Context: an optimization exercise on an open-source flow, tuned for small area, a short achievable clock period and few clock cycles per item. The choices shown serve that exercise and are no tape-out recipe.
Where RTL was checked, it was by simulation tests only, not by an equivalence proof against the original.
No functional check of the RTL was part of runs 2 and 3.
Power figures rest on the tool's default switching activity, not on a simulated workload.

File: flow/run.sh
#!/bin/bash
# synth_recipe.tcl (not shown) runs the flow's synth.tcl, then flattens the netlist and writes it again
# the make line also repeats each setting of config.mk as NAME=value (left out here)
make -C /OpenROAD-flow-scripts/flow DESIGN_CONFIG=/design/flow/config.mk WORK_HOME=/design/flow/orfs CLKGATE_MAP_FILE= SYNTH_SCRIPT=/design/flow/synth_recipe.tcl finish
File: flow/config.mk
export PLATFORM = sky130hd
export DESIGN_NAME = sorter_top
export DESIGN_NICKNAME = sorter_top
export VERILOG_FILES = /design/flow/design.v
export SDC_FILE = /design/flow/constraint.sdc
export NUM_CORES = 4
export LEC_CHECK = 0
export CAP_MARGIN = 20
export CORE_MARGIN = 2
export CORE_UTILIZATION = 25
export PLACE_DENSITY = 0.35
export SLEW_MARGIN = 20
File: flow/constraint.sdc
create_clock -name core_clock -period 6.0 [get_ports {clk_i}]
set_input_delay 1.2000 -clock core_clock [delete_from_list [all_inputs] [get_ports {clk_i}]]
set_output_delay 1.2000 -clock core_clock [all_outputs]
set_load 0.01 [all_outputs]
File: flow/design.v
module sorter_top (
    input  logic                                        clk_i,
    input  logic                                        rst_i,
    input  logic                                        src_vld_i,
    input  logic [16-1:0]                   src_data_i,
    output logic                                        reorder_vld_o,
    output logic [8*16-1:0] reorder_ranks_o
);
    localparam int DW     = 16;
    localparam int TW     = 4;
    localparam int WIN    = 15;
    localparam int NSTORE = 15 - 1;
    localparam int OUTR   = 8;
    logic [DW-1:0]      val_q [NSTORE];
    logic [TW-1:0]      tag_q [NSTORE];
    logic [TW-1:0]      ptr_q;
    logic [DW-1:0]      x_q;
    logic [NSTORE-1:0]  lt_q;
    logic               pend_q;
    logic [DW-1:0]      mval [WIN];
    logic [TW-1:0]      mtag [WIN];
    logic [TW-1:0]      ptr_nxt;
    logic [NSTORE-1:0]  is_old;
    logic [NSTORE-1:0]  at_or_past;
    logic [NSTORE-1:0]  shift;
    always_ff @(posedge clk_i) begin
        x_q <= src_data_i;
        for (int i = 0; i < NSTORE; i++) begin
            lt_q[i] <= (src_data_i < val_q[i]);
        end
        if (rst_i) begin
            pend_q <= 1'b0;
        end else begin
            pend_q <= src_vld_i;
        end
    end
    always_comb begin
        for (int j = 0; j < WIN; j++) begin
            if (j > 0 && lt_q[(j > 0) ? j-1 : 0]) begin
                mval[j] = val_q[(j > 0) ? j-1 : 0];
                mtag[j] = tag_q[(j > 0) ? j-1 : 0];
            end else if (j == NSTORE || lt_q[(j < NSTORE) ? j : 0]) begin
                mval[j] = x_q;
                mtag[j] = ptr_q;
            end else begin
                mval[j] = val_q[(j < NSTORE) ? j : 0];
                mtag[j] = tag_q[(j < NSTORE) ? j : 0];
            end
        end
    end
    assign ptr_nxt = (ptr_q == TW'(WIN - 1)) ? '0 : ptr_q + 1'b1;
    always_comb begin
        for (int i = 0; i < NSTORE; i++) begin
            is_old[i] = (tag_q[i] == ptr_nxt);
        end
        for (int j = 0; j < NSTORE; j++) begin
            at_or_past[j] = is_old[j] | ((j > 0) ? at_or_past[(j > 0) ? j-1 : 0] : 1'b0);
            shift[j]      = at_or_past[j] & ~(is_old[j] & lt_q[j]);
        end
    end
    always_ff @(posedge clk_i) begin
        if (rst_i) begin
            for (int i = 0; i < NSTORE; i++) begin
                val_q[i] <= '0;
                tag_q[i] <= TW'(i + 1);
            end
            ptr_q <= '0;
        end else if (pend_q) begin
            for (int j = 0; j < NSTORE; j++) begin
                val_q[j] <= shift[j] ? mval[j+1] : mval[j];
                tag_q[j] <= shift[j] ? mtag[j+1] : mtag[j];
            end
            ptr_q <= ptr_nxt;
        end
    end
    assign reorder_vld_o = pend_q;
    always_comb begin
        for (int r = 0; r < OUTR; r++) begin
            reorder_ranks_o[r*DW +: DW] = mval[r];
        end
    end
endmodule
==> impl_metrics.env, run 1 <==
export IMPL_status="no timing/DRC/antenna violations"
export IMPL_path_clk_slew_ns=0.06
export IMPL_nFillCells=11300
export IMPL_final_layout_size_suffix_gt1_share_pct=7.47
export IMPL_setup_ws_ns=1.42
export IMPL_final_antenna_net_count=0
export IMPL_synthTopCellsByArea="dfxtp_1 24%, mux2i_1 13%, ha_1 10%"
export IMPL_worstSetupPathType="register to primary output"
export IMPL_fp_row_count=117
export IMPL_tightest_slew_ns=1.07
export IMPL_peakVddDrop_uv=177
export IMPL_initialDrtViolationCount=1565
export IMPL_wire_per_inst_um=22.0
export IMPL_relSlewSlack_pct=28.6
export IMPL_synth_xor_area_share_pct=1.19
export IMPL_yosys_area_share_adder_pct=10.2
export IMPL_setup_tns_ns=0
export IMPL_synthCells=3426
export IMPL_syn_num_nets=3655
export IMPL_cts_max_path_buffers=3
export IMPL_core_area_mm2=0.102
export IMPL_crit_required_ns=4.80
export IMPL_async_flop_share_pct=0
export IMPL_cp_cell_sequence="buf_4 -> mux2i_1 -> nor2_1 -> a21oi_1 -> inv_1 -> clkdlybuf4s50_1"
export IMPL_crit_slowest_cell="dfxtp_2"
export IMPL_hold_violations=0
export IMPL_fin_crit_sh_pct=76.3
export IMPL_synth_top_family_by_area="compound AO/OA/AOI/OAI gates"
export IMPL_numCtsBuffers=45
export IMPL_grt_pass1_wl_um=159000
export IMPL_synth_cell_type_count=75
export IMPL_grt_util_all_layers_pct=19.6
export IMPL_end_kind="primary output"
export IMPL_syn_area_mm2=0.0258
export IMPL_grt_remaining_overflow=0
export IMPL_max_cap_violations=0
export IMPL_place_congestion=0.758
export IMPL_critPathMaxStageDelay_ns=1.02
export IMPL_htreeDepth=2
export IMPL_nets=3637
export IMPL_cts_resized=0
export IMPL_synthMuxAreaShare_pct=16.3
export IMPL_dieArea_mm2=0.106
export IMPL_cts_setup_buffers=0
export IMPL_port_buffers=147
export IMPL_cts_tree="yes"
export IMPL_totalWireLength_um=106000
export IMPL_clock_skew_ns=0.0273
export IMPL_start_kind="register"
export IMPL_start_util_pct=25.3
export IMPL_drt_pass1_iterations=6
export IMPL_powerDensity_mw_per_mm2=306
export IMPL_io_pins=148
export IMPL_crit_fanout=40
export IMPL_post_route_min_period_ns=4.58
export IMPL_synth_simple_area_share_pct=15.8
export IMPL_die_w_um=325
export IMPL_grt_start_max_net_pins=132
export IMPL_yosysSeqAreaShare_pct=24.4
export IMPL_synth_edff_count=0
export IMPL_setup_violations=0
export IMPL_cellLeakagePower_nw=12.2
export IMPL_cts_hold_fix_buffers=0
export IMPL_synth_compound_area_share_pct=22.9
export IMPL_num_vias=23500
export IMPL_synth_top_area_cell="dfxtp_1"
export IMPL_finalMaxSlewViolations=0
export IMPL_timing_fmax_ghz=0.218
export IMPL_rsz0062_at_grt="no"
export IMPL_grt_pass1_vias=23100
export IMPL_ctsRootBufferMaster="clkbuf_16"
export IMPL_synth_top_cell_area_share_pct=24.4
export IMPL_synth_flop_cell="dfxtp_1"
export IMPL_dpl_worst_slack_ns=1.66
export IMPL_clock_sinks=315
export IMPL_dp_hpwl_um=75700
export IMPL_clock_latency_ns=0.61
export IMPL_yosysWarnings=5
export IMPL_hp_class="register to register"
export IMPL_die_h_um=325
export IMPL_area_growth_pct=16.0
export IMPL_antenna_found_initial=2
export IMPL_avgSynthCellArea_um2=7.54
export IMPL_arrival_ns=3.38
export IMPL_viasPerCell=4.89
export IMPL_post_route_drc_count=0
export IMPL_ys_ff_latch=315
==> synthesized netlist by cell type, types with 48 or more instances <==
master and n:
nor2_1 455, mux2i_1 347, a21oi_1 329, inv_1 318, dfxtp_1 315, ha_1 210, clkbuf_1 207, nand2_1 172
o21ai_0 162, a211oi_1 148, a21o_1 73, mux2_2 62, nor3_1 61, nand2b_1 53, o22ai_1 48
==> where the power goes <==
| group | leakage (nW) | total, mW | internal [mW] | switching (mW) |
|---|---|---|---|---|
| Combinational | 8.93 | 3.62 | 1.50 | 2.12 |
| Sequential | 2.59 | 2.79 | 2.34 | 0.448 |
| Clock | 0.723 | 2.76 | 1.60 | 1.16 |
| Total | 12.2 | 9.16 | 5.44 | 3.72 |
==> routing by layer <==
| layer | vias to the layer above | GRT usage, % | part of all wire (%) |
|---|---|---|---|
| li1 | 11900 | - | - |
| met1 | 11100 | 29.8 | 53 |
| met2 | 381 | 29.1 | 42 |
| met3 | 98 | 1.85 | 2.9 |
| met4 | 0 | 4.91 | 2.3 |
| met5 | - | 0 | 0 |
==> cell families after synthesis <==
| family | count (synthesis) |
|---|---|
| DFF | 315 |
| buffers and inverters | 605 |
| and+or+nand+nor | 916 |
| AOI/OAI and AO/OA | 933 |
| xor gates and xnor gates | 35 |
| muxes | 412 |
| adders and majority gates | 210 |
==> worst max-delay path: cells and delay by family (launching register included) <==
family | cells | cell delay, ns
buffers and inverters | 3 | 1.21
DFF | 1 | 1.02
AOI/OAI and AO/OA | 1 | 0.27
muxes | 1 | 0.22
and+or+nand+nor | 1 | 0.05
==> sequential cells by signal, summed over array words and instances, names as in the netlist <==
name    cells
pend_q      1
tag_q      56
ptr_q       4
lt_q       14
x_q        16
val_q     224
==> stage by stage <==
stage | instance area, µm² | util [%] | hold WS, ns | std cells | power, mW
2_1_floorplan | 25800 | - | 0.460 | 3426 | 5.12
6_report | 30000 | 29.3 | 0.503 | 4812 | 9.16
3_5_place_dp | 28500 | 27.9 | 0.486 | 4729 | 6.47
3_3_place_gp | 28500 | 27.9 | 0.495 | 4729 | 6.49
5_1_grt | 30000 | 29.3 | 0.524 | 4811 | 9.77
4_1_cts | 30000 | 29.3 | 0.501 | 4810 | 9.29
==> path summary, 6_finish.rpt <==
| kind | startpoint | endpoint | slack (ns) | cells after the start |
|---|---|---|---|---|
| hold / removal | val_q[0][15]$_SDFFE_PP0P_ | val_q[0][15]$_SDFFE_PP0P_ | 0.50 | 2 |
| setup reg to reg | ptr_q[3]$_SDFFE_PP0P_ | tag_q[9][0]$_SDFFE_PP0P_ | 1.77 | 9 |
| hold reg to reg | val_q[0][15]$_SDFFE_PP0P_ | val_q[0][15]$_SDFFE_PP0P_ | 0.50 | 2 |
| setup / recovery | lt_q[4]$_DFF_P_ | reorder_ranks_o[64] | 1.42 | 6 |
==> placed cells by master (no fill, tap or decap), drive strengths merged, types with 142 or more instances in the layout <==
master	count
nor2	456
mux2i	348
a21oi	331
inv	320
dfxtp	315
ha	210
nand2	172
o21ai	163
a211oi	150
clkdlybuf4s50	142
==> layout make-up <==
| type | count | area [µm²] | area share, % |
|---|---|---|---|
| antenna | 2 | 5.00 | 0.0167 |
| inverter | 319 | 1200 | 4.00 |
| timing repair buffer | 221 | 2030 | 6.79 |
| clock buffer | 70 | 1360 | 4.55 |
| sequential | 315 | 6330 | 21.1 |
| clock inverter | 11 | 95.1 | 0.317 |
| tap | 1368 | 1710 | 5.71 |
| multi-input combinational | 2506 | 17200 | 57.5 |
Testbench counts, summed over its fixed seeds: cycles 6,400, items 3,200.
==> inputs of run 2 (changes only) <==
==> flow/design.v (replaced) <==
module sorter_top (
    input  logic                                        clk_i,
    input  logic                                        rst_i,
    input  logic                                        src_vld_i,
    input  logic [16-1:0]                   src_data_i,
    output logic                                        reorder_vld_o,
    output logic [8*16-1:0] reorder_ranks_o
);
    localparam int DW   = 16;
    localparam int TW   = 4;
    localparam int WIN  = 15;
    localparam int OUTR = 8;
    logic [DW-1:0]      val_q [WIN];
    logic [TW-1:0]      tag_q [WIN];
    logic [TW-1:0]      ptr_q;
    logic               vld_q;
    logic [WIN-1:0]     lt;           
    logic [WIN-1:0]     is_old;       
    logic [WIN-1:0]     past_old;     
    logic [WIN-1:0]     s_up, s_hold, s_new, s_dn;
    logic               load;
    function automatic logic less_than(input logic [DW-1:0] a, input logic [DW-1:0] b);
        logic [DW-1:0] l;
        logic [DW-1:0] ng;
        for (int i = 0; i < DW; i++) begin
            l[i]  = ~a[i] & b[i];
            ng[i] = ~a[i] | b[i];
        end
        for (int s = 1; s < DW; s = s * 2) begin
            for (int i = 0; i + s < DW; i = i + 2 * s) begin
                l[i]  = l[i + s] | (ng[i + s] & l[i]);
                ng[i] = l[i + s] | (ng[i + s] & ng[i]);
            end
        end
        less_than = l[0];
    endfunction
    always_comb begin
        for (int i = 0; i < WIN; i++) begin
            lt[i]     = less_than(src_data_i, val_q[i]);
            is_old[i] = (tag_q[i] == ptr_q);
            past_old[i] = is_old[i] | ((i > 0) ? past_old[(i > 0) ? i-1 : 0] : 1'b0);
        end
    end
    assign load = src_vld_i & ~rst_i;
    always_comb begin
        for (int j = 0; j < WIN; j++) begin
            s_up[j]   = load & (j > 0) & ~past_old[(j > 0) ? j-1 : 0] & lt[(j > 0) ? j-1 : 0];
            s_dn[j]   = load & (j < WIN-1) & past_old[j] & ~lt[(j < WIN-1) ? j+1 : 0];
            if (j == 0) begin
                s_new[j] = load & (past_old[0] ? lt[1] : lt[0]);
            end else if (j == WIN-1) begin
                s_new[j] = load & ~lt[j-1 + (past_old[j-1] ? 1 : 0)];
            end else begin
                s_new[j] = load & (past_old[j] ? lt[j+1] : lt[j])
                                & ~(past_old[j-1] ? lt[j] : lt[j-1]);
            end
            s_hold[j] = ~rst_i & ~s_up[j] & ~s_dn[j] & ~s_new[j];
        end
    end
    always_ff @(posedge clk_i) begin
        for (int j = 0; j < WIN; j++) begin
            val_q[j] <= ({DW{s_up[j]}}   & val_q[(j > 0) ? j-1 : 0])
                      | ({DW{s_hold[j]}} & val_q[j])
                      | ({DW{s_new[j]}}  & src_data_i)
                      | ({DW{s_dn[j]}}   & val_q[(j < WIN-1) ? j+1 : 0]);
            tag_q[j] <= ({TW{s_up[j]}}   & tag_q[(j > 0) ? j-1 : 0])
                      | ({TW{s_hold[j]}} & tag_q[j])
                      | ({TW{s_new[j]}}  & ptr_q)
                      | ({TW{s_dn[j]}}   & tag_q[(j < WIN-1) ? j+1 : 0])
                      | ({TW{rst_i}}     & TW'(j));
        end
        if (rst_i) begin
            ptr_q <= '0;
            vld_q <= 1'b0;
        end else begin
            vld_q <= src_vld_i;
            if (src_vld_i) begin
                ptr_q <= (ptr_q == TW'(WIN - 1)) ? '0 : ptr_q + 1'b1;
            end
        end
    end
    assign reorder_vld_o = vld_q;
    always_comb begin
        for (int r = 0; r < OUTR; r++) begin
            reorder_ranks_o[r*DW +: DW] = val_q[r];
        end
    end
endmodule
==> run 2 against run 1 <==
Net effect: still clean; routed wire length is 7.0% lower; cell count shrank 31%; sequential power is 15% lower; via count down 15%; hold slack about the same; critical endpoint is now val_q[7][12]$_DFF_P_.
==> impl_metrics.env, run 2 <==
export IMPL_status="no timing/DRC/antenna violations"
export IMPL_crit_fanout=20
export IMPL_final_cell_area_mm2=0.0233
export IMPL_grt_util_all_layers_pct=24.6
export IMPL_final_antenna_net_count=0
export IMPL_final_layout_size_suffix_gt1_share_pct=12.2
export IMPL_syn_num_nets=2222
export IMPL_critPathMaxStageDelay_ns=0.92
export IMPL_use_met1_pct=35.0
export IMPL_regMostFlops="val_q"
export IMPL_post_route_min_period_ns=4.95
export IMPL_final_cell_mix="305 x dfxtp_1, 234 x nand2_1, 219 x a221o_1"
export IMPL_dp_hpwl_um=74100
export IMPL_antenna_found_initial=0
export IMPL_ctsRootBufferMaster="clkbuf_16"
export IMPL_core_area_mm2=0.0757
export IMPL_cts_hold_fix_buffers=0
export IMPL_dpl_worst_slack_ns=0.667
export IMPL_htreeDepth=2
export IMPL_clock_skew_ns=0.0174
export IMPL_finalPower_mw=6.28
export IMPL_setup_ws_ns=1.05
export IMPL_clock_latency_ns=0.58
export IMPL_synth_most_common_cell="dfxtp_1"
export IMPL_totalWireLength_um=98700
export IMPL_port_buffers=147
export IMPL_post_route_drc_count=0
export IMPL_place_congestion=0.893
export IMPL_cts_max_path_buffers=3
export IMPL_place_area_mm2=0.0219
export IMPL_cts_setup_buffers=0
export IMPL_crit_required_ns=6.52
export IMPL_worstSetupPathType="input pin to register"
export IMPL_finalMaxSlewViolations=0
export IMPL_clock_sinks=305
export IMPL_drt_pass1_iterations=8
export IMPL_tightest_slew_ns=1.03
export IMPL_grtUsageMet3_pct=3.53
export IMPL_synthTopCellsByArea="dfxtp_1 32%, a221o_1 12%, a22o_1 5.5%"
export IMPL_nets=2330
export IMPL_synth_top_area_cell="dfxtp_1"
export IMPL_largest_reg_flops=240
export IMPL_synth_flop_cell="dfxtp_1"
export IMPL_yosysSeqAreaShare_pct=32.1
export IMPL_avgSynthCellArea_um2=8.64
export IMPL_multi_input_area_mm2=0.0118
export IMPL_ys_ff_latch=305
export IMPL_cts_tree="yes"
export IMPL_grt_remaining_overflow=0
export IMPL_hp_class="register to register"
export IMPL_final_common_cell="dfxtp_1"
export IMPL_grt_pass1_vias=19200
export IMPL_ys_top_cells_by_count="305 x dfxtp_1, 235 x nand2_1, 219 x a221o_1, 125 x clkbuf_1, 119 x a22o_1"
export IMPL_critical_path_top_delay_family="compound AO/OA/AOI/OAI gates"
export IMPL_syn_area_mm2=0.0190
export IMPL_setup_tns_ns=0
export IMPL_io_pins=148
export IMPL_start_util_pct=25.2
export IMPL_max_cap_violations=0
export IMPL_nFillCells=7918
export IMPL_path_clk_slew_ns=0.06
export IMPL_die_w_um=280
export IMPL_relSlewSlack_pct=31.1
export IMPL_dieArea_mm2=0.0784
export IMPL_initialDrtViolationCount=2657
export IMPL_yosysWarnings=3
export IMPL_rsz0062_at_grt="no"
export IMPL_cellLeakagePower_nw=8.66
export IMPL_crit_slowest_cell="clkdlybuf4s50_1"
export IMPL_synth_top_cell_area_share_pct=32.1
export IMPL_synth_edff_count=0
export IMPL_path_buf_inv=2
export IMPL_powerDensity_mw_per_mm2=270
export IMPL_die_h_um=280
export IMPL_area_growth_pct=22.4
export IMPL_fp_row_count=101
export IMPL_setup_violations=0
export IMPL_utilization_pct=30.8
export IMPL_end_kind="register"
export IMPL_cp_cell_sequence="clkdlybuf4s50_1 -> nor2b_1 -> maj3_1 -> maj3_1 -> a311oi_1 -> o31a_2 -> nor2b_1 -> a2111o_1 -> o21ai_2 -> a2111oi_4 -> buf_4 -> a221o_1"
export IMPL_viasPerCell=6.01
export IMPL_arrival_ns=5.47
export IMPL_hold_violations=0
export IMPL_peakVddDrop_uv=165
export IMPL_wire_per_inst_um=29.7
export IMPL_use_met2_pct=38.7
export IMPL_grt_start_max_net_pins=42
export IMPL_reg2reg_setup_slack_ns=1.87
export IMPL_timing_fmax_ghz=0.202
export IMPL_start_kind="input pin"
export IMPL_grt_most_used_layer="met2"
export IMPL_cts_resized=0
export IMPL_synth_cell_type_count=101
export IMPL_numCtsBuffers=42
export IMPL_reg_top3="val_q: 240 flops, tag_q: 60 flops, ptr_q: 4 flops"
export IMPL_fin_crit_sh_pct=82.5
export IMPL_async_flop_share_pct=0
export IMPL_num_vias=20000
export IMPL_grt_pass1_wl_um=143000
export IMPL_synthCells=2203
export IMPL_ff_latch_area_mm2=0.00611
-- run 2: routing by layer --
metal / share of wire [%] / up-vias / wire [µm]
li1: - / 8878 / -
met1: 46 / 10100 / 45800
met2: 45 / 868 / 44100
met3: 6.4 / 129 / 6360
met4: 2.4 / 0 / 2410
met5: 0 / - / 0
-- run 2: final cells by class --
type	count	share of cell area [%]
Multi-Input combinational cell	1609	50.8
Sequential cell	305	26.2
Inverter	81	1.30
Clock buffer	59	5.35
Clock inverter	15	0.784
Timing Repair Buffer	272	10.3
Antenna cell	1	0.0107
Tap cell	978	5.25
-- run 2: path summary, 6_finish.rpt --
| check | startpoint | end | cells past startpoint |
|---|---|---|---|
| worst max-delay path | src_data_i[0] | val_q[7][12]$_DFF_P_ | 12 |
| worst min-delay path | tag_q[14][0]$_DFF_P_ | tag_q[14][0]$_DFF_P_ | 2 |
| worst max register to register | ptr_q[3]$_SDFFE_PP0P_ | val_q[13][3]$_DFF_P_ | 11 |
| worst min register to register | tag_q[14][0]$_DFF_P_ | tag_q[14][0]$_DFF_P_ | 2 |
-- run 2: cell families (layout without fill, tap and decap cells) --
logic type      after synthesis  count (layout)  share of synthesized area [%]
compound gates              847             847                           37.2
simple gates                618             618                           16.7
flops                       305             305                           32.1
buf+inv                     289             427                           6.78
fa+ha+maj                    86              86                           4.58
xor+xnor                     56              56                           2.58
mux                           2               2                          0.131
other cells                   0               1                              0
-- run 2: where the power goes --
part / switching [mW] / internal, mW
clock network: 1.04 / 1.61
logic: 0.807 / 0.442
registers: 0.228 / 2.15
total: 2.08 / 4.21
-- run 2: stage by stage --
step	hold WS, ns	cells
floorplan	0.455	2203
global placement	0.478	3245
detailed placement	0.477	3245
CTS	0.493	3319
global route	0.517	3319
finish	0.503	3320
-- run 2: worst register-to-register path, delay by kind of cell (launching register included) --
family | cells | cell delay (ns)
flops | 1 | 0.87
xor+xnor | 1 | 0.21
buf+inv | 1 | 0.22
compound gates | 3 | 0.56
simple gates | 6 | 2.19
==> inputs of run 3 (changes only) <==
--- a/flow/config.mk
+++ b/flow/config.mk
@@ -7,6 +7,8 @@
 export LEC_CHECK = 0
+export ABC_CLOCK_PERIOD_IN_PS = 2500
 export CAP_MARGIN = 20
 export CORE_MARGIN = 2
-export CORE_UTILIZATION = 25
-export PLACE_DENSITY = 0.35
+export CORE_UTILIZATION = 50
+export PLACE_DENSITY = 0.6
+export SETUP_SLACK_MARGIN = 3.4
 export SLEW_MARGIN = 20
==> run 3 against run 2 <==
Net effect: die area is 49% lower; via count increased by 21%; non-clock buffer count is 233 higher; clock power fell by 9.0%; synthesized cell count unchanged; synthesized area unchanged; worst setup slack gained 1.3 ns; highest routed layer is now met5.
==> impl_metrics.env, run 3 <==
export IMPL_dp_cells=2745
export IMPL_critical_path_top_delay_family="compound AO/OA/AOI/OAI gates"
export IMPL_cts_max_path_buffers=3
export IMPL_relSlewSlack_pct=19.5
export IMPL_synth_top_cell_area_share_pct=32.1
export IMPL_post_route_drc_count=0
export IMPL_whs_ns=0.498
export IMPL_numCtsBuffers=37
export IMPL_initialDrtViolationCount=4677
export IMPL_syn_num_nets=2222
export IMPL_reg_top3="val_q: 240 flops, tag_q: 60 flops, ptr_q: 4 flops"
export IMPL_nets=2581
export IMPL_fin_crit_sh_pct=61.5
export IMPL_start_util_pct=50.7
export IMPL_ys_ff_latch=305
export IMPL_clock_latency_ns=0.58
export IMPL_rsz0062_at_grt="yes"
export IMPL_synth_edff_count=0
export IMPL_core_area_mm2=0.0376
export IMPL_totalWireLength_um=105000
export IMPL_synth_top_area_cell="dfxtp_1"
export IMPL_path_clk_slew_ns=0.06
export IMPL_post_route_min_period_ns=3.69
export IMPL_htreeDepth=2
export IMPL_antenna_found_initial=3
export IMPL_syn_area_mm2=0.0190
export IMPL_crit_slowest_cell="a2111o_1"
export IMPL_largest_reg_flops=240
export IMPL_peakVddDrop_uv=189
export IMPL_timing_critical_path_mode_cell="buf_4"
export IMPL_setup_tns_ns=0
export IMPL_multi_input_area_mm2=0.0138
export IMPL_clock_skew_ns=0.0173
export IMPL_nFillCells=2646
export IMPL_avgSynthCellArea_um2=8.64
export IMPL_place_congestion=0.976
export IMPL_powerDensity_mw_per_mm2=245
export IMPL_grt_remaining_overflow=0
export IMPL_place_area_mm2=0.0213
export IMPL_arrival_ns=4.14
export IMPL_synth_flop_cell="dfxtp_1"
export IMPL_synth_most_common_cell="dfxtp_1"
export IMPL_grt_util_all_layers_pct=48.6
export IMPL_viasPerCell=7.78
export IMPL_area_growth_pct=46.5
export IMPL_final_cell_mix="219 x a221o_1, 185 x buf_4, 183 x nand2_1"
export IMPL_yosysSeqAreaShare_pct=32.1
export IMPL_setup_violations=0
export IMPL_wire_per_inst_um=34.0
export IMPL_num_vias=24100
export IMPL_die_h_um=199
export IMPL_grt_pass1_vias=21200
export IMPL_final_antenna_net_count=0
export IMPL_grt_pass1_wl_um=142000
export IMPL_final_cell_area_mm2=0.0279
export IMPL_timing_fmax_ghz=0.271
export IMPL_ctsRootBufferMaster="clkbuf_16"
export IMPL_cellLeakagePower_nw=11.7
export IMPL_start_kind="input pin"
export IMPL_ff_latch_area_mm2=0.00638
export IMPL_grt_start_max_net_pins=42
export IMPL_status="no timing/DRC/antenna violations"
export IMPL_finalMaxSlewViolations=0
export IMPL_ys_top_cells_by_count="305 x dfxtp_1, 235 x nand2_1, 219 x a221o_1, 125 x clkbuf_1, 119 x a22o_1"
export IMPL_tightest_slew_ns=1.20
export IMPL_drt_pass1_iterations=12
export IMPL_synthCells=2203
export IMPL_io_pins=148
export IMPL_max_cap_violations=0
export IMPL_cts_tree="yes"
export IMPL_fp_row_count=71
export IMPL_hold_violations=0
export IMPL_worstSetupPathType="input pin to register"
export IMPL_dp_hpwl_um=59100
export IMPL_port_buffers=147
export IMPL_regMostFlops="val_q"
export IMPL_final_common_cell="a221o_1"
export IMPL_crit_required_ns=6.45
export IMPL_finalPower_mw=6.83
export IMPL_final_layout_size_suffix_gt1_share_pct=36.8
export IMPL_dieArea_mm2=0.0397
export IMPL_synth_cell_type_count=101
export IMPL_async_flop_share_pct=0
export IMPL_yosysWarnings=3
export IMPL_hp_class="register to register"
export IMPL_end_kind="register"
export IMPL_cp_cell_sequence="buf_12 -> buf_8 -> nor2b_4 -> o22ai_2 -> a2bb2oi_2 -> maj3_2 -> a2111o_1 -> a22oi_4 -> buf_4 -> buf_4 -> nand2b_4 -> buf_4 -> o21bai_4 -> a221o_1"
export IMPL_die_w_um=199
export IMPL_stdcell_count=3100
export IMPL_synthTopCellsByArea="dfxtp_1 32%, a221o_1 12%, a22o_1 5.5%"
export IMPL_path_buf_inv=5
export IMPL_critPathMaxStageDelay_ns=0.46
export IMPL_crit_fanout=10
export IMPL_clock_sinks=305
-- run 3: cells by family after synthesis --
family | synth area share, %
AOI/OAI and AO/OA | 37.2
xor gates and xnor gates | 2.58
adders and majority gates | 4.58
buffers and inverters | 6.78
DFF | 32.1
muxes | 0.131
and+or+nand+nor | 16.7
-- run 3: through the flow --
| step | setup slack [ns] | util, % |
|---|---|---|
| final | 2.31 | 74.2 |
| after global routing | 2.27 | 74.2 |
| after CTS | 2.41 | 70.2 |
| after detailed placement | 0.612 | 56.8 |
| after global placement | 0.418 | 56.7 |
| after floorplan | 2.36 | - |
-- run 3: cell type report --
type / instances / area share (%)
multi-input cells: 1625 / 49.5
repair buffers: 505 / 19.1
clock buffers: 49 / 3.78
flip-flops and latches: 305 / 22.9
diodes: 3 / 0.0269
well taps: 511 / 2.29
repair inverters: 7 / 0.202
clock inverters: 14 / 0.736
inverters: 81 / 1.47
-- run 3: path summary, 6_finish.rpt --
path                    startpoint                    to  slack (ns)  cells past startpoint
min reg2reg   tag_q[14][0]$_DFF_P_  tag_q[14][0]$_DFF_P_        0.50                      2
min           tag_q[14][0]$_DFF_P_  tag_q[14][0]$_DFF_P_        0.50                      2
max reg2reg  ptr_q[1]$_SDFFE_PP0P_  tag_q[12][0]$_DFF_P_        2.32                     12
max                  src_data_i[0]   val_q[4][9]$_DFF_P_        2.31                     14
-- run 3: layer usage --
metal / vias to the layer above / routed length (µm) / GRT usage (%)
met5: - / 71 / 1.28
met4: 2 / 7800 / 25.3
met3: 676 / 18300 / 17.3
met2: 2561 / 41900 / 69.4
met1: 11400 / 37300 / 64.0
li1: 9451 / - / -
-- run 3: timing repair --
action | 4_1_cts | 5_1_grt
cloned | 62 | 14
resized for setup | 819 | 218
setup endpoints to repair | 429 | 309
hold buffers | 0 | 0
pin swaps | 117 | 121
setup buffers | 154 | 59
-- run 3: report_power, final --
part	leakage [nW]	internal (mW)	switching (mW)	total (mW)
Sequential	2.56	2.14	0.230	2.37
Clock	0.619	1.45	0.972	2.42
Combinational	8.48	0.822	1.22	2.04
Total	11.7	4.41	2.42	6.83
-- run 3: worst min-delay path: stages (launching register included) --
cell	delay, ns
dfxtp_1	0.33
a222oi_1	0.09
inv_1	0.06
==> inputs of run 4 (changes only) <==
--- a/flow/design.v
+++ b/flow/design.v
@@ -56,3 +56,5 @@
             end
-            s_hold[j] = ~rst_i & ~s_up[j] & ~s_dn[j] & ~s_new[j];
+            s_hold[j] = ~rst_i & (~load
+                                | (~past_old[j] & ~lt[j])
+                                | ((j > 0) & past_old[(j > 0) ? j-1 : 0] & lt[j]));
         end
--- a/flow/config.mk
+++ b/flow/config.mk
@@ -7,3 +7,2 @@
 export LEC_CHECK = 0
-export ABC_CLOCK_PERIOD_IN_PS = 2500
 export CAP_MARGIN = 20
@@ -12,3 +11,3 @@
 export PLACE_DENSITY = 0.6
-export SETUP_SLACK_MARGIN = 3.4
+export SETUP_SLACK_MARGIN = 2.0
 export SLEW_MARGIN = 20
==> run 4 against run 3 <==
Net effect: still clean on timing, DRC and antenna; highest routed layer is now met4; die area is 0.65% lower; critical path depth shrank 2; synthesized cell count shrank 3.6%; global-route usage shrank 12 points; count of clock-buffer cells in the layout grew 9; clock skew grew 0.0060 ns.
==> impl_metrics.env, run 4 <==
export IMPL_status="no timing/DRC/antenna violations"
export IMPL_hp_start="val_q[14][2]$_DFF_P_"
export IMPL_utilization_pct=60.6
export IMPL_post_route_min_period_ns=4.01
export IMPL_powerDensity_mw_per_mm2=276
export IMPL_grt_pass1_vias=17900
export IMPL_port_buffers=147
export IMPL_path_clk_slew_ns=0.06
export IMPL_io_pins=148
export IMPL_synthTopCellsByArea="dfxtp_1 32%, a221o_1 10%, a22o_1 6.9%"
export IMPL_nFillCells=3343
export IMPL_swShare_pct=34.2
export IMPL_initialDrtViolationCount=2551
export IMPL_rr_startpoint="ptr_q[2]$_SDFFE_PP0P_"
export IMPL_synthCells=2123
export IMPL_stdcell_count=2771
export IMPL_synth_edff_count=0
export IMPL_clock_power_share_pct=36.1
export IMPL_yosysWarnings=3
export IMPL_viasPerCell=7.04
export IMPL_area_growth_pct=20.2
export IMPL_final_common_cell="dfxtp_1"
export IMPL_clock_latency_ns=0.57
export IMPL_finalMaxSlewViolations=0
export IMPL_antenna_cells=0
export IMPL_rsz0062_at_grt="yes"
export IMPL_dp_hpwl_um=53700
export IMPL_synth_top_cell_area_share_pct=32.3
export IMPL_post_route_drc_count=0
export IMPL_largest_reg_flops=240
export IMPL_start_kind="input pin"
export IMPL_dp_cells=2659
export IMPL_avgSynthCellArea_um2=8.91
export IMPL_timing_fmax_ghz=0.249
export IMPL_crit_required_ns=6.44
export IMPL_arrival_ns=4.45
export IMPL_setup_tns_ns=0
export IMPL_numCtsBuffers=37
export IMPL_async_flop_share_pct=0
export IMPL_drt_pass1_iterations=8
export IMPL_fin_crit_sh_pct=66.9
export IMPL_grt_start_max_net_pins=48
export IMPL_power_switching_mw=2.14
export IMPL_end_kind="register"
export IMPL_worstSetupPathType="input pin to register"
export IMPL_ys_ff_latch=305
export IMPL_die_h_um=198
export IMPL_synth_top_area_cell="dfxtp_1"
export IMPL_dieArea_mm2=0.0394
export IMPL_syn_num_nets=2142
export IMPL_final_layout_size_suffix_gt1_share_pct=14.3
export IMPL_peakVddDrop_uv=184
export IMPL_r2r_cells=9
export IMPL_start_util_pct=50.4
export IMPL_antenna_found_initial=0
export IMPL_r2r_end="tag_q[10][3]$_DFF_P_"
export IMPL_cts_tree="yes"
export IMPL_clock_sinks=305
export IMPL_num_vias=19500
export IMPL_grt_util_all_layers_pct=36.8
export IMPL_crit_fanout=11
export IMPL_cts_max_path_buffers=3
export IMPL_place_congestion=0.913
export IMPL_relSlewSlack_pct=27.1
export IMPL_clock_skew_ns=0.0233
export IMPL_power_internal_mw=4.12
export IMPL_ys_top_cells_by_count="305 x dfxtp_1, 196 x a221o_1, 149 x a22o_1, 137 x nand2_1, 97 x inv_1"
export IMPL_hold_violations=0
export IMPL_core_area_mm2=0.0375
export IMPL_grt_pass1_wl_um=112000
export IMPL_reg2reg_setup_slack_ns=2.08
export IMPL_max_cap_violations=0
export IMPL_totalWireLength_um=75400
export IMPL_ctsRootBufferMaster="clkbuf_16"
export IMPL_holdPathStages=2
export IMPL_tightest_slew_ns=1.09
export IMPL_die_w_um=198
export IMPL_nets=2256
export IMPL_htreeDepth=2
export IMPL_final_antenna_net_count=0
export IMPL_synth_flop_cell="dfxtp_1"
export IMPL_setup_violations=0
export IMPL_fp_row_count=71
export IMPL_seqPwrFrac_pct=38.9
export IMPL_grt_remaining_overflow=0
export IMPL_hold_end="val_q[14][2]$_DFF_P_"
export IMPL_synth_cell_type_count=99
export IMPL_synth_most_common_cell="dfxtp_1"
export IMPL_combPwrFrac_pct=24.9
export IMPL_dpl_worst_slack_ns=0.893
export IMPL_regMostFlops="val_q"
export IMPL_wire_per_inst_um=27.2
export IMPL_syn_area_mm2=0.0189
export IMPL_hp_class="register to register"
export IMPL_cellLeakagePower_nw=7.93
export IMPL_yosysSeqAreaShare_pct=32.3
export IMPL_final_cell_mix="304 x dfxtp_1, 196 x a221o_1, 149 x a22o_1"
export IMPL_cts_hold_fix_buffers=0
export IMPL_setup_ws_ns=1.99
export IMPL_reg_top3="val_q: 240 flops, tag_q: 60 flops, ptr_q: 4 flops"
==> run 4: changes by cell type after synthesis, moves of 12 or more <==
cell      delta
a21o_1      -14
a22oi_1     +61
nand2_1     -98
a22o_1      +30
clkbuf_1    -38
o21ai_0     -26
buf_6       +12
a221o_1     -23
inv_1       +24
o221ai_1    +54
nand3_1     -12
nor2_1      +20
a222oi_1    -49
==> run 4: worst max path at each step <==
stage,startpoint,to,cells after the start
2_1_floorplan,src_data_i[1],tag_q[3][2]$_DFF_P_,12
3_3_place_gp,src_data_i[12],tag_q[13][3]$_DFF_P_,11
3_5_place_dp,src_data_i[14],val_q[6][14]$_DFF_P_,9
4_1_cts,src_data_i[1],val_q[6][15]$_DFF_P_,12
5_1_grt,ptr_q[2]$_SDFFE_PP0P_,tag_q[10][3]$_DFF_P_,9
6_report,src_data_i[1],val_q[3][10]$_DFF_P_,12
==> run 4: timing repair <==
| item | 4_1_cts | 5_1_grt |
|---|---|---|
| setup endpoints to repair | 300 | 300 |
| pin swaps | 4 | 17 |
| gates resized for setup | 49 | 76 |
| setup buffers | 19 | 21 |
| hold endpoints to repair | 0 | 0 |
| gates cloned | 3 | 7 |
==> run 4: worst max-delay path, stage by stage <==
cell,delay (ns)
clkdlybuf4s50_1,0.47
buf_6,0.16
inv_1,0.07
maj3_1,0.35
maj3_1,0.39
o21ai_2,0.27
a31oi_2,0.16
o21bai_2,0.22
mux2_2,0.40
nor2b_4,0.19
buf_4,0.22
a221o_1,0.33
==> run 4: final cells by class <==
type / instances / area, µm² / share of cell area, %
inverter: 103 / 418 / 1.84
timing repair buffer: 255 / 2420 / 10.6
clock inverter: 4 / 23.8 / 0.105
tap: 511 / 639 / 2.81
timing repair inverter: 3 / 20.0 / 0.0881
sequential: 305 / 6110 / 26.9
clock buffer: 58 / 1180 / 5.18
multi-input combinational: 1532 / 11900 / 52.5
==> run 4: logic make-up after synthesis <==
kind of cell    count (synthesis)  synth area share [%]
compound gates                846                  37.1
simple gates                  507                  14.3
flops                         305                  32.3
buf+inv                       290                  7.20
fa+ha+maj                     105                  5.68
xor+xnor                       60                  2.82
mux                            10                 0.628
==> run 4: metal layers <==
layer | global-route usage (%) | vias up | part of all wire (%)
met5 | 0 | - | 0
met4 | 14.1 | 0 | 3.7
met3 | 4.44 | 165 | 8.9
met2 | 55.9 | 1129 | 44
met1 | 53.3 | 9602 | 44
li1 | - | 8618 | -
==> run 4: stage by stage <==
step / hold WS (ns) / total power, mW / cell area [µm²]
after CTS: 0.461 / 6.12 / 22100
after global placement: 0.451 / 3.79 / 20600
after detailed placement: 0.453 / 3.81 / 20600
after floorplan: 0.427 / 3.38 / 18900
final: 0.458 / 6.26 / 22700
after global routing: 0.476 / 6.46 / 22700
==> run 4: power groups by stage <==
| stage | sequential (mW) | clock [mW] | combinational [mW] |
|---|---|---|---|
| after floorplan | 2.39 | 0 | 0.993 |
| after global placement | 2.47 | 0 | 1.32 |
| after detailed placement | 2.47 | 0 | 1.34 |
| after CTS | 2.43 | 2.27 | 1.42 |
| after global routing | 2.46 | 2.34 | 1.67 |
| final | 2.44 | 2.26 | 1.56 |
Testbench counts of run 4, summed over its fixed seeds: cycles 6,400, items 3,200.
==> inputs of run 5 (changes only) <==
--- a/flow/config.mk
+++ b/flow/config.mk
@@ -11,3 +11,3 @@
 export PLACE_DENSITY = 0.6
-export SETUP_SLACK_MARGIN = 2.0
+export SETUP_SLACK_MARGIN = 2.8
 export SLEW_MARGIN = 20
==> run 5 against run 4 <==
Net effect: global-route usage rose by 2.9 points; critical path depth decreased by 1; cell area rose by 13%; register-to-register slack better by 0.70 ns; sequential cell count stayed put; die area unchanged; critical endpoint is now val_q[3][13]$_DFF_P_; largest power group unchanged.
==> impl_metrics.env, run 5 <==
export IMPL_synth_cell_type_count=99
export IMPL_holdPathStages=2
export IMPL_final_layout_size_suffix_gt1_share_pct=26.8
export IMPL_clock_skew_ns=0.0157
export IMPL_worstSetupPathType="input pin to register"
export IMPL_die_w_um=198
export IMPL_status="no timing/DRC/antenna violations"
export IMPL_arrival_ns=3.79
export IMPL_avgSynthCellArea_um2=8.91
export IMPL_rsz0062_at_grt="yes"
export IMPL_largest_reg_flops=240
export IMPL_grt_util_all_layers_pct=39.7
export IMPL_hp_start="val_q[14][0]$_DFF_P_"
export IMPL_grt_remaining_overflow=0
export IMPL_antenna_cells=0
export IMPL_tightest_slew_ns=1.16
export IMPL_die_h_um=198
export IMPL_crit_fanout=10
export IMPL_yosys_area_share_adder_pct=5.68
export IMPL_start_util_pct=50.4
export IMPL_synth_simple_area_share_pct=14.3
export IMPL_reg_top3="val_q: 240 flops, tag_q: 60 flops, ptr_q: 4 flops"
export IMPL_num_vias=20600
export IMPL_start_kind="input pin"
export IMPL_grt_pass1_wl_um=119000
export IMPL_final_common_cell="dfxtp_1"
export IMPL_ys_top_cells_by_count="305 x dfxtp_1, 196 x a221o_1, 149 x a22o_1, 137 x nand2_1, 97 x inv_1"
export IMPL_stdcell_count=2920
export IMPL_path_clk_slew_ns=0.06
export IMPL_io_pins=148
export IMPL_fin_crit_sh_pct=55.8
export IMPL_yosysSeqAreaShare_pct=32.3
export IMPL_rr_startpoint="ptr_q[2]$_SDFFE_PP0P_"
export IMPL_final_cell_mix="301 x dfxtp_1, 196 x a221o_1, 149 x a22o_1"
export IMPL_synthCells=2123
export IMPL_r2r_cells=11
export IMPL_r2r_end="val_q[4][14]$_DFF_P_"
export IMPL_relSlewSlack_pct=22.5
export IMPL_antenna_found_initial=0
export IMPL_synth_top_cell_area_share_pct=32.3
export IMPL_ctsRootBufferMaster="clkbuf_16"
export IMPL_clock_sinks=305
export IMPL_grt_pass1_vias=19600
export IMPL_whs_ns=0.464
export IMPL_synth_top_family_by_area="compound AO/OA/AOI/OAI gates"
export IMPL_area_growth_pct=35.3
export IMPL_syn_num_nets=2142
export IMPL_ys_ff_latch=305
export IMPL_finalPower_mw=6.77
export IMPL_synthMuxAreaShare_pct=0.629
export IMPL_viasPerCell=7.05
export IMPL_timing_fmax_ghz=0.299
export IMPL_setup_violations=0
export IMPL_post_route_min_period_ns=3.35
export IMPL_synth_flop_cell="dfxtp_1"
export IMPL_finalMaxSlewViolations=0
export IMPL_setup_tns_ns=0
export IMPL_hold_violations=0
export IMPL_post_route_drc_count=0
export IMPL_synth_most_common_cell="dfxtp_1"
export IMPL_numCtsBuffers=37
export IMPL_powerDensity_mw_per_mm2=264
export IMPL_synth_edff_count=0
export IMPL_dieArea_mm2=0.0394
export IMPL_totalWireLength_um=83500
export IMPL_max_cap_violations=0
export IMPL_nets=2402
export IMPL_dp_cells=2657
export IMPL_grt_start_max_net_pins=58
export IMPL_clock_latency_ns=0.56
export IMPL_synth_xor_area_share_pct=2.82
export IMPL_htreeDepth=2
export IMPL_utilization_pct=68.3
export IMPL_cellLeakagePower_nw=9.22
export IMPL_synth_compound_area_share_pct=37.1
export IMPL_syn_area_mm2=0.0189
export IMPL_hp_class="register to register"
export IMPL_regMostFlops="val_q"
export IMPL_fp_row_count=71
export IMPL_cts_tree="yes"
export IMPL_reg2reg_setup_slack_ns=2.78
export IMPL_initialDrtViolationCount=2301
export IMPL_drt_pass1_iterations=8
export IMPL_yosysWarnings=3
export IMPL_async_flop_share_pct=0
export IMPL_synth_top_area_cell="dfxtp_1"
export IMPL_crit_required_ns=6.44
export IMPL_end_kind="register"
export IMPL_core_area_mm2=0.0375
export IMPL_wire_per_inst_um=28.6
export IMPL_place_congestion=0.954
export IMPL_hold_end="val_q[14][0]$_DFF_P_"
export IMPL_port_buffers=147
export IMPL_dp_hpwl_um=54700
export IMPL_peakVddDrop_uv=205
export IMPL_final_antenna_net_count=0
export IMPL_cts_max_path_buffers=3
export IMPL_synthTopCellsByArea="dfxtp_1 32%, a221o_1 10%, a22o_1 6.9%"
==> run 5: cell counts after synthesis <==
Identical to the previous run, type by type.
==> run 5: through the flow <==
stage | setup WS (ns) | area [µm²]
2_1_floorplan | 2.45 | 19800
3_3_place_gp | 0.772 | 21100
3_5_place_dp | 0.732 | 21100
4_1_cts | 2.73 | 24300
5_1_grt | 2.62 | 25600
6_report | 2.65 | 25600
==> run 5: final cells by class <==
class | instances | area [µm²]
multi-input cells | 1552 | 13300
well taps | 511 | 639
flip-flops and latches | 305 | 6120
fillers | 2945 | 11900
inverters | 103 | 467
clock buffers | 62 | 1170
repair inverters | 3 | 22.5
clock inverters | 3 | 18.8
repair buffers | 381 | 3850
==> run 5: where the power goes <==
part           internal (mW)  switching [mW]
clock                   1.33           0.915
combinational          0.887            1.20
sequential              2.19           0.254
==> run 5: timing repair <==
action,4_1_cts,5_1_grt
hold buffers,0,0
setup endpoints to repair,300,300
cloned,31,18
pin swaps,73,122
buffers inserted,92,57
gates resized for setup,310,164
endpoints found under the hold margin,0,0
==> run 5: kinds of logic after synthesis <==
group / count (synthesis)
DFF: 305
and+or+nand+nor: 507
buffers and inverters: 290
adders and majority gates: 105
muxes: 10
AOI/OAI and AO/OA: 846
xor gates and xnor gates: 60
==> run 5: metal layers <==
layer / part of all wire [%] / GRT usage [%] / wire, µm
met1: 38 / 49.3 / 31400
met2: 46 / 65.5 / 38800
met4: 7.6 / 22.6 / 6340
met5: 0 / 0 / 0
met3: 8.3 / 6.49 / 6920
==> run 5: worst max-delay path by stage <==
stage                  startpoint              endpoint  slack [ns]
floorplan           src_data_i[0]   tag_q[3][2]$_DFF_P_        2.45
global placement    src_data_i[8]  val_q[2][12]$_DFF_P_        0.77
detailed placement  src_data_i[8]  val_q[2][14]$_DFF_P_        0.73
CTS                 src_data_i[4]   val_q[4][2]$_DFF_P_        2.73
global route        src_data_i[4]   val_q[3][0]$_DFF_P_        2.62
finish              src_data_i[4]  val_q[3][13]$_DFF_P_        2.65
==> run 5: worst max-delay path, cell delays in order <==
cell        delay, ns
buf_6            0.08
buf_12           0.11
clkinvlp_4       0.19
a222oi_1         0.52
a211oi_4         0.16
o311a_1          0.37
or2_4            0.28
buf_6            0.13
and3_4           0.18
a21o_4           0.25
a221o_1          0.30
==> inputs of run 6 (changes only) <==
--- a/flow/config.mk
+++ b/flow/config.mk
@@ -11,3 +11,4 @@
 export PLACE_DENSITY = 0.6
-export SETUP_SLACK_MARGIN = 2.8
+export SETUP_SLACK_MARGIN = 3.0
 export SLEW_MARGIN = 20
+export TNS_END_PERCENT = 0
==> run 6 against run 5 <==
Net effect: via count is 3.5% lower; die area stayed put; still clean; sequential power hardly changed.
==> impl_metrics.env, run 6 <==
export IMPL_initialDrtViolationCount=2189
export IMPL_cts_tree="yes"
export IMPL_start_util_pct=50.4
export IMPL_arrival_ns=3.89
export IMPL_final_layout_size_suffix_gt1_share_pct=19.9
export IMPL_wire_per_inst_um=27.5
export IMPL_fp_row_count=71
export IMPL_clock_skew_ns=0.0200
export IMPL_drt_pass1_iterations=7
export IMPL_clock_power_share_pct=36.3
export IMPL_relSlewSlack_pct=26.6
export IMPL_start_kind="input pin"
export IMPL_tightest_slew_ns=1.10
export IMPL_cellLeakagePower_nw=8.53
export IMPL_num_vias=19900
export IMPL_setup_tns_ns=0
export IMPL_antenna_found_initial=0
export IMPL_end_kind="register"
export IMPL_utilization_pct=64.1
export IMPL_synth_cell_type_count=99
export IMPL_synth_edff_count=0
export IMPL_dpl_worst_slack_ns=0.943
export IMPL_reg_top3="val_q: 240 flops, tag_q: 60 flops, ptr_q: 4 flops"
export IMPL_synth_flop_cell="dfxtp_1"
export IMPL_worstSetupPathType="input pin to register"
export IMPL_place_congestion=0.954
export IMPL_status="no timing/DRC/antenna violations"
export IMPL_clock_latency_ns=0.56
export IMPL_finalMaxSlewViolations=0
export IMPL_synthTopCellsByArea="dfxtp_1 32%, a221o_1 10%, a22o_1 6.9%"
export IMPL_power_internal_mw=4.35
export IMPL_nets=2322
export IMPL_numCtsBuffers=37
export IMPL_dp_hpwl_um=53600
export IMPL_synth_top_cell_area_share_pct=32.3
export IMPL_dp_cells=2653
export IMPL_totalWireLength_um=78100
export IMPL_powerDensity_mw_per_mm2=275
export IMPL_final_cell_mix="301 x dfxtp_1, 196 x a221o_1, 149 x a22o_1"
export IMPL_clock_sinks=305
export IMPL_stdcell_count=2842
export IMPL_yosysWarnings=3
export IMPL_grt_util_all_layers_pct=39.0
export IMPL_synth_top_area_cell="dfxtp_1"
export IMPL_final_antenna_net_count=0
export IMPL_combPwrFrac_pct=26.7
export IMPL_timing_fmax_ghz=0.290
export IMPL_syn_num_nets=2142
export IMPL_largest_reg_flops=240
export IMPL_viasPerCell=6.99
export IMPL_final_common_cell="dfxtp_1"
export IMPL_io_pins=148
export IMPL_port_buffers=147
export IMPL_grt_pass1_vias=19000
export IMPL_syn_area_mm2=0.0189
export IMPL_post_route_min_period_ns=3.44
export IMPL_grt_pass1_wl_um=117000
export IMPL_synth_most_common_cell="dfxtp_1"
export IMPL_seqPwrFrac_pct=37.0
export IMPL_grt_remaining_overflow=0
export IMPL_ctsRootBufferMaster="clkbuf_16"
export IMPL_hp_class="register to register"
export IMPL_die_h_um=198
export IMPL_post_route_drc_count=0
export IMPL_async_flop_share_pct=0
export IMPL_fin_crit_sh_pct=57.4
export IMPL_grt_start_max_net_pins=55
export IMPL_antenna_cells=0
export IMPL_ys_top_cells_by_count="305 x dfxtp_1, 196 x a221o_1, 149 x a22o_1, 137 x nand2_1, 97 x inv_1"
export IMPL_hold_violations=0
export IMPL_swShare_pct=34.1
export IMPL_nFillCells=3177
export IMPL_die_w_um=198
export IMPL_rsz0062_at_grt="yes"
export IMPL_path_clk_slew_ns=0.06
export IMPL_finalPower_mw=6.60
export IMPL_setup_violations=0
export IMPL_synthCells=2123
export IMPL_dieArea_mm2=0.0394
export IMPL_setup_ws_ns=2.56
export IMPL_power_switching_mw=2.25
export IMPL_crit_required_ns=6.45
export IMPL_area_growth_pct=27.0
export IMPL_cts_max_path_buffers=3
export IMPL_crit_fanout=5
export IMPL_ys_ff_latch=305
export IMPL_regMostFlops="val_q"
export IMPL_htreeDepth=2
export IMPL_yosysSeqAreaShare_pct=32.3
export IMPL_core_area_mm2=0.0375
export IMPL_peakVddDrop_uv=184
export IMPL_avgSynthCellArea_um2=8.91
export IMPL_max_cap_violations=0
run 6: cell counts after synthesis:
No cell type changed its count.
run 6: worst paths after layout:
check                              end  slack, ns  cells after the start                  start
setup / recovery  val_q[11][5]$_DFF_P_       2.56                     13          src_data_i[9]
hold reg to reg   val_q[14][0]$_DFF_P_       0.46                      2   val_q[14][0]$_DFF_P_
setup reg to reg  tag_q[13][0]$_DFF_P_       2.63                      9  ptr_q[2]$_SDFFE_PP0P_
hold / removal    val_q[14][0]$_DFF_P_       0.46                      2   val_q[14][0]$_DFF_P_
run 6: layout make-up:
cell class | instances | area, µm² | share of cell area (%)
well taps | 511 | 639 | 2.66
flip-flops and latches | 305 | 6110 | 25.4
clock buffers | 56 | 1150 | 4.79
clock inverters | 11 | 136 | 0.568
repair inverters | 3 | 22.5 | 0.0938
inverters | 103 | 428 | 1.78
multi-input cells | 1543 | 12500 | 52.1
repair buffers | 310 | 3020 | 12.6
run 6: logic make-up (layout without fill, tap and decap cells):
kind of cell             after synthesis  after routing  share of synthesized area, %
AO/OA/AOI/OAI                        846            859                          37.1
AND/OR/NAND/NOR                      507            509                          14.3
flip-flops                           305            305                          32.3
buffers and inverters                290            483                          7.20
adder cells (fa/ha/maj)              105            105                          5.68
XOR/XNOR                              60             60                          2.82
multiplexers                          10             10                         0.628
run 6: critical path: stages:
cell	delay [ns]
buf_6	0.07
buf_8	0.13
clkinvlp_4	0.18
buf_4	0.18
maj3_2	0.34
a211o_1	0.29
a2111o_1	0.44
nand2_4	0.13
mux2_4	0.19
a21oi_4	0.06
buf_6	0.18
buf_12	0.14
a221o_1	0.34
run 6: power by group through the flow:
| stage | clock [mW] | combinational, mW | sequential (mW) |
|---|---|---|---|
| floorplan | 0 | 1.00 | 2.39 |
| finish | 2.39 | 1.76 | 2.44 |
| CTS | 2.40 | 1.67 | 2.43 |
| global route | 2.49 | 1.85 | 2.46 |
| detailed placement | 0 | 1.33 | 2.46 |
| global placement | 0 | 1.30 | 2.46 |
run 6: repair_timing:
item | CTS | global route
hold buffers | 0 | 0
pin swaps | 82 | 11
setup endpoints to repair | 300 | 301
gates cloned | 28 | 1
buffers inserted | 88 | 5
gates resized for setup | 303 | 17
run 6: per-stage QoR:
| stage | hold WS (ns) | instance area, µm² |
|---|---|---|
| final | 0.464 | 24000 |
| after CTS | 0.467 | 23900 |
| after global placement | 0.449 | 20600 |
| after global routing | 0.477 | 24000 |
| after floorplan | 0.427 | 19000 |
| after detailed placement | 0.451 | 20600 |
run 6: metal layers:
layer | vias to the layer above | track usage, % | share of wire, %
met5 | - | 0 | 0
met4 | 0 | 21.4 | 5.6
met3 | 221 | 5.37 | 7.9
met2 | 1121 | 63.4 | 47
met1 | 9725 | 50.2 | 40
li1 | 8786 | - | -
==> inputs of run 7 (changes only) <==
--- a/flow/config.mk
+++ b/flow/config.mk
@@ -11,3 +11,3 @@
 export PLACE_DENSITY = 0.6
-export SETUP_SLACK_MARGIN = 3.0
+export SETUP_SLACK_MARGIN = 3.5
 export SLEW_MARGIN = 20
==> run 7 against run 6 <==
Net effect: still clean; sequential share of layout area unchanged; non-clock buffer count unchanged; cell count unchanged; synthesized area unchanged; worst setup slack unchanged; sequential power about the same; critical path depth unchanged; via count unchanged; routed wire length unchanged; first-iteration DRC count unchanged; die area unchanged; sequential cell count unchanged.
==> impl_metrics.env, run 7 <==
export IMPL_clock_skew_ns=0.0200
export IMPL_post_route_min_period_ns=3.44
export IMPL_cts_max_path_buffers=3
export IMPL_synth_top_cell_area_share_pct=32.3
export IMPL_start_kind="input pin"
export IMPL_io_pins=148
export IMPL_grt_remaining_overflow=0
export IMPL_nets=2322
export IMPL_whs_ns=0.464
export IMPL_num_vias=19900
export IMPL_rsz0062_at_grt="yes"
export IMPL_syn_num_nets=2142
export IMPL_final_antenna_net_count=0
export IMPL_antenna_found_initial=0
export IMPL_powerDensity_mw_per_mm2=275
export IMPL_core_area_mm2=0.0375
export IMPL_synth_edff_count=0
export IMPL_stdcell_count=2842
export IMPL_crit_fanout=5
export IMPL_final_cell_area_mm2=0.0240
export IMPL_status="no timing/DRC/antenna violations"
export IMPL_path_buf_inv=6
export IMPL_multi_input_area_mm2=0.0125
export IMPL_final_cell_mix="301 x dfxtp_1, 196 x a221o_1, 149 x a22o_1"
export IMPL_crit_required_ns=6.45
export IMPL_htreeDepth=2
export IMPL_setup_ws_ns=2.56
export IMPL_cts_hold_fix_buffers=0
export IMPL_synth_top_area_cell="dfxtp_1"
export IMPL_synthTopCellsByArea="dfxtp_1 32%, a221o_1 10%, a22o_1 6.9%"
export IMPL_hp_class="register to register"
export IMPL_crit_slowest_cell="a2111o_1"
export IMPL_synth_flop_cell="dfxtp_1"
export IMPL_synthCells=2123
export IMPL_utilization_pct=64.1
export IMPL_dp_cells=2653
export IMPL_viasPerCell=6.99
export IMPL_drt_pass1_iterations=7
export IMPL_fp_row_count=71
export IMPL_worstSetupPathType="input pin to register"
export IMPL_clock_latency_ns=0.56
export IMPL_avgSynthCellArea_um2=8.91
export IMPL_clock_sinks=305
export IMPL_place_area_mm2=0.0206
export IMPL_die_h_um=198
export IMPL_area_growth_pct=27.0
export IMPL_port_buffers=147
export IMPL_initialDrtViolationCount=2189
export IMPL_yosysSeqAreaShare_pct=32.3
export IMPL_timing_fmax_ghz=0.290
export IMPL_ctsRootBufferMaster="clkbuf_16"
export IMPL_max_cap_violations=0
export IMPL_async_flop_share_pct=0
export IMPL_tightest_slew_ns=1.10
export IMPL_critical_path_top_delay_family="compound AO/OA/AOI/OAI gates"
export IMPL_ys_top_cells_by_count="305 x dfxtp_1, 196 x a221o_1, 149 x a22o_1, 137 x nand2_1, 97 x inv_1"
export IMPL_finalMaxSlewViolations=0
export IMPL_dieArea_mm2=0.0394
export IMPL_grt_pass1_wl_um=117000
export IMPL_final_common_cell="dfxtp_1"
export IMPL_synth_cell_type_count=99
export IMPL_synth_most_common_cell="dfxtp_1"
export IMPL_numCtsBuffers=37
export IMPL_largest_reg_flops=240
export IMPL_final_layout_size_suffix_gt1_share_pct=19.9
export IMPL_peakVddDrop_uv=184
export IMPL_start_util_pct=50.4
export IMPL_cts_tree="yes"
export IMPL_setup_violations=0
export IMPL_cellLeakagePower_nw=8.53
export IMPL_ff_latch_area_mm2=0.00611
export IMPL_finalPower_mw=6.60
export IMPL_totalWireLength_um=78100
export IMPL_dpl_worst_slack_ns=0.943
export IMPL_syn_area_mm2=0.0189
export IMPL_place_congestion=0.954
export IMPL_ys_ff_latch=305
export IMPL_post_route_drc_count=0
export IMPL_hold_violations=0
export IMPL_die_w_um=198
export IMPL_timing_critical_path_mode_cell="buf_6"
export IMPL_cp_cell_sequence="buf_6 -> buf_8 -> clkinvlp_4 -> buf_4 -> maj3_2 -> a211o_1 -> a2111o_1 -> nand2_4 -> mux2_4 -> a21oi_4 -> buf_6 -> buf_12 -> a221o_1"
export IMPL_arrival_ns=3.89
export IMPL_relSlewSlack_pct=26.6
export IMPL_grt_util_all_layers_pct=39.0
export IMPL_end_kind="register"
export IMPL_grt_start_max_net_pins=55
export IMPL_critPathMaxStageDelay_ns=0.44
export IMPL_regMostFlops="val_q"
export IMPL_wire_per_inst_um=27.5
export IMPL_reg_top3="val_q: 240 flops, tag_q: 60 flops, ptr_q: 4 flops"
export IMPL_yosysWarnings=3
export IMPL_path_clk_slew_ns=0.06
export IMPL_nFillCells=3177
export IMPL_dp_hpwl_um=53600
export IMPL_antenna_cells=0
export IMPL_setup_tns_ns=0
export IMPL_fin_crit_sh_pct=57.4
export IMPL_grt_pass1_vias=19000
==> run 7: final cells by class <==
type | instances | area share, %
clock buffers | 56 | 4.79
repair buffers | 310 | 12.6
flip-flops and latches | 305 | 25.4
multi-input cells | 1543 | 52.1
repair inverters | 3 | 0.0938
inverters | 103 | 1.78
well taps | 511 | 2.66
clock inverters | 11 | 0.568
==> run 7: layer usage <==
layer  up-vias  GRT usage (%)  share of wire (%)
met1      9725           50.2                 40
met4         0           21.4                5.6
met3       221           5.37                7.9
li1       8786              -                  -
met5         -              0                  0
met2      1121           63.4                 47
==> run 7: report_power, final <==
group	leakage (nW)	internal, mW	switching [mW]
combinational	5.41	0.706	1.06
clock	0.637	1.45	0.942
sequential	2.48	2.19	0.254
==> run 7: kinds of logic (layout without fill, tap and decap cells) <==
logic type	after synthesis	count (layout)	share of synthesized area (%)
DFF	305	305	32.3
and+or+nand+nor	507	509	14.3
xor gates and xnor gates	60	60	2.82
muxes	10	10	0.628
AOI/OAI and AO/OA	846	859	37.1
adders and majority gates	105	105	5.68
buffers and inverters	290	483	7.20
==> run 7: timing repair <==
item | CTS | global route
endpoints found under the setup margin | 431 | 431
gates resized for setup | 303 | 17
pin swaps | 82 | 11
gates cloned | 28 | 1
buffers inserted | 88 | 5
==> run 7: final timing paths <==
kind / startpoint / to / slack, ns / cells past startpoint
setup / recovery: src_data_i[9] / val_q[11][5]$_DFF_P_ / 2.56 / 13
hold / removal: val_q[14][0]$_DFF_P_ / val_q[14][0]$_DFF_P_ / 0.46 / 2
setup reg to reg: ptr_q[2]$_SDFFE_PP0P_ / tag_q[13][0]$_DFF_P_ / 2.63 / 9
hold reg to reg: val_q[14][0]$_DFF_P_ / val_q[14][0]$_DFF_P_ / 0.46 / 2
==> run 7: worst min-delay path, cell delays in order, from the launching register on <==
cell and delay [ns]:
dfxtp_1 0.32, nand2_1 0.06, nand2_1 0.04
==> inputs of run 8 (changes only) <==
==> flow/flow/run.sh (new file) <==
#!/bin/bash
# Standard ORFS layout; ports are buffered with plain buffers instead of the
# delay cell buffer_ports picks by default.
set -e
cp standard.sh standard_sh_copy.log
export BUFFER_PORTS_ARGS="-buffer_cell sky130_fd_sc_hd__buf_1"
bash standard.sh > standard_run.log 2>&1
==> flow/standard.sh (new file) <==
#!/bin/bash
# synth_recipe.tcl (not shown) runs the flow's synth.tcl, then flattens the netlist and writes it again
# the make line also repeats each setting of config.mk as NAME=value (left out here)
make -C /OpenROAD-flow-scripts/flow DESIGN_CONFIG=/design/flow/config.mk WORK_HOME=/design/flow/orfs CLKGATE_MAP_FILE= SYNTH_SCRIPT=/design/flow/synth_recipe.tcl "${@:-finish}"
--- a/flow/config.mk
+++ b/flow/config.mk
@@ -7,2 +7,3 @@
 export LEC_CHECK = 0
+export ABC_AREA = 1
 export CAP_MARGIN = 20
@@ -11,3 +12,3 @@
 export PLACE_DENSITY = 0.6
-export SETUP_SLACK_MARGIN = 3.5
+export SETUP_SLACK_MARGIN = 3.0
 export SLEW_MARGIN = 20
removed: flow/run.sh
==> run 8 against run 7 <==
Net effect: clock power fell by 5%; routed wire length grew 7.1%; critical path depth rose by 4; clock skew is 0.0025 ns higher; critical path type unchanged.
==> impl_metrics.env, run 8 <==
export IMPL_whs_ns=0.471
export IMPL_critPathMaxStageDelay_ns=0.22
export IMPL_crit_fanout=8
export IMPL_ys_top_cells_by_count="880 x nand2_1, 573 x nand3_1, 310 x inv_1, 305 x dfxtp_1, 242 x o21ai_0"
export IMPL_place_congestion=0.907
export IMPL_post_route_min_period_ns=3.08
export IMPL_hold_violations=0
export IMPL_hp_class="register to register"
export IMPL_dp_cells=3857
export IMPL_path_clk_slew_ns=0.05
export IMPL_cp_cell_sequence="clkbuf_2 -> clkinvlp_4 -> buf_8 -> clkbuf_4 -> nand3_1 -> o21ai_0 -> a21boi_1 -> nand2_2 -> a21oi_4 -> buf_4 -> buf_4 -> nor2_2 -> o21ai_4 -> clkinvlp_4 -> buf_4 -> nand2_1 -> nand3b_1"
export IMPL_setup_violations=0
export IMPL_syn_num_nets=3389
export IMPL_dpl_worst_slack_ns=1.27
export IMPL_dieArea_mm2=0.0429
export IMPL_ctsRootBufferMaster="clkbuf_16"
export IMPL_grt_util_all_layers_pct=34.7
export IMPL_arrival_ns=3.53
export IMPL_crit_slowest_cell="o21ai_4"
export IMPL_clock_skew_ns=0.0225
export IMPL_htreeDepth=2
export IMPL_timing_fmax_ghz=0.325
export IMPL_antenna_cells=0
export IMPL_die_w_um=207
export IMPL_powerDensity_mw_per_mm2=309
export IMPL_cts_max_path_buffers=3
export IMPL_post_route_drc_count=0
export IMPL_nFillCells=3952
export IMPL_stdcell_count=4033
export IMPL_timing_critical_path_mode_cell="buf_4"
export IMPL_grt_pass1_wl_um=122000
export IMPL_synth_edff_count=0
export IMPL_start_kind="input pin"
export IMPL_die_h_um=207
export IMPL_end_kind="register"
export IMPL_fp_row_count=74
export IMPL_port_buffers=147
export IMPL_critical_path_top_delay_family="buffers and inverters"
export IMPL_initialDrtViolationCount=2562
export IMPL_status="no timing/DRC/antenna violations"
export IMPL_finalMaxSlewViolations=0
export IMPL_syn_area_mm2=0.0206
export IMPL_path_buf_inv=8
export IMPL_final_cell_area_mm2=0.0245
export IMPL_area_growth_pct=18.9
export IMPL_peakVddDrop_uv=216
export IMPL_setup_tns_ns=0
export IMPL_multi_input_area_mm2=0.0130
export IMPL_nets=3493
export IMPL_dp_hpwl_um=54200
export IMPL_avgSynthCellArea_um2=6.12
export IMPL_relSlewSlack_pct=38.1
export IMPL_io_pins=148
export IMPL_largest_reg_flops=240
export IMPL_start_util_pct=50.5
export IMPL_clock_latency_ns=0.57
export IMPL_final_layout_size_suffix_gt1_share_pct=11.2
export IMPL_regMostFlops="val_q"
export IMPL_rsz0062_at_grt="yes"
export IMPL_yosysSeqAreaShare_pct=29.6
export IMPL_synth_flop_cell="dfxtp_1"
export IMPL_final_cell_mix="844 x nand2_1, 554 x nand3_1, 303 x dfxtp_1"
export IMPL_max_cap_violations=0
export IMPL_cellLeakagePower_nw=9.69
export IMPL_async_flop_share_pct=0
export IMPL_synth_most_common_cell="nand2_1"
export IMPL_place_area_mm2=0.0213
export IMPL_ff_latch_area_mm2=0.00611
export IMPL_final_common_cell="nand2_1"
export IMPL_grt_remaining_overflow=0
export IMPL_reg_top3="val_q: 240 flops, tag_q: 60 flops, ptr_q: 4 flops"
==> run 8: logic make-up after synthesis <==
group           Yosys count  share of synthesized area, %
flops                   305                          29.6
xor+xnor                 41                          1.74
buf+inv                 590                          11.4
simple gates           1893                          41.9
compound gates          541                          15.3
==> run 8: worst paths after layout <==
| path | start | end | slack (ns) | depth (start not counted) |
|---|---|---|---|---|
| hold reg to reg | val_q[9][1]$_DFF_P_ | val_q[9][1]$_DFF_P_ | 0.47 | 2 |
| setup / recovery | src_data_i[4] | val_q[9][0]$_DFF_P_ | 2.92 | 17 |
| hold / removal | val_q[9][1]$_DFF_P_ | val_q[9][1]$_DFF_P_ | 0.47 | 2 |
| setup reg to reg | ptr_q[0]$_SDFFE_PP0P_ | val_q[9][0]$_DFF_P_ | 3.06 | 15 |
==> run 8: power breakdown <==
| group | total, mW | internal [mW] | switching, mW | leakage [nW] |
|---|---|---|---|---|
| clock | 2.28 | 1.32 | 0.960 | 0.585 |
| combinational | 2.55 | 0.819 | 1.73 | 6.62 |
| sequential | 2.75 | 2.32 | 0.422 | 2.49 |
==> run 8: repair_timing <==
| action | in CTS | in global routing |
|---|---|---|
| pin swaps | 9 | 41 |
| gates resized for setup | 94 | 245 |
| cloned | 8 | 26 |
| buffers inserted | 24 | 51 |
| hold buffers | 0 | 0 |
| endpoints found under the setup margin | 300 | 300 |
==> run 8: routing by layer <==
metal / global-route usage, % / part of all wire, %
met1: 41.1 / 38
met2: 61.7 / 50
met3: 3.87 / 6.8
met4: 18.1 / 5.5
met5: 0 / 0
==> run 8: area by class of cell <==
| type | instances | area share [%] |
|---|---|---|
| clock inverter | 4 | 0.0969 |
| sequential | 305 | 24.9 |
| timing repair buffer | 296 | 8.52 |
| timing repair inverter | 10 | 0.316 |
| clock buffer | 63 | 4.75 |
| inverter | 335 | 5.72 |
| tap | 532 | 2.71 |
| multi-input combinational | 2488 | 53.0 |
==> run 8: per-stage QoR <==
| stage | total power [mW] | util, % |
|---|---|---|
| floorplan | 4.11 | - |
| global placement | 4.76 | 52.2 |
| detailed placement | 4.81 | 52.2 |
| CTS | 7.19 | 56.5 |
| global route | 7.90 | 60.1 |
| finish | 7.57 | 60.1 |
==> run 8: tightest hold or removal path: cells and delay by family (launching register included) <==
family / cells / cell delay, ns
flops: 1 / 0.32
simple gates: 2 / 0.12
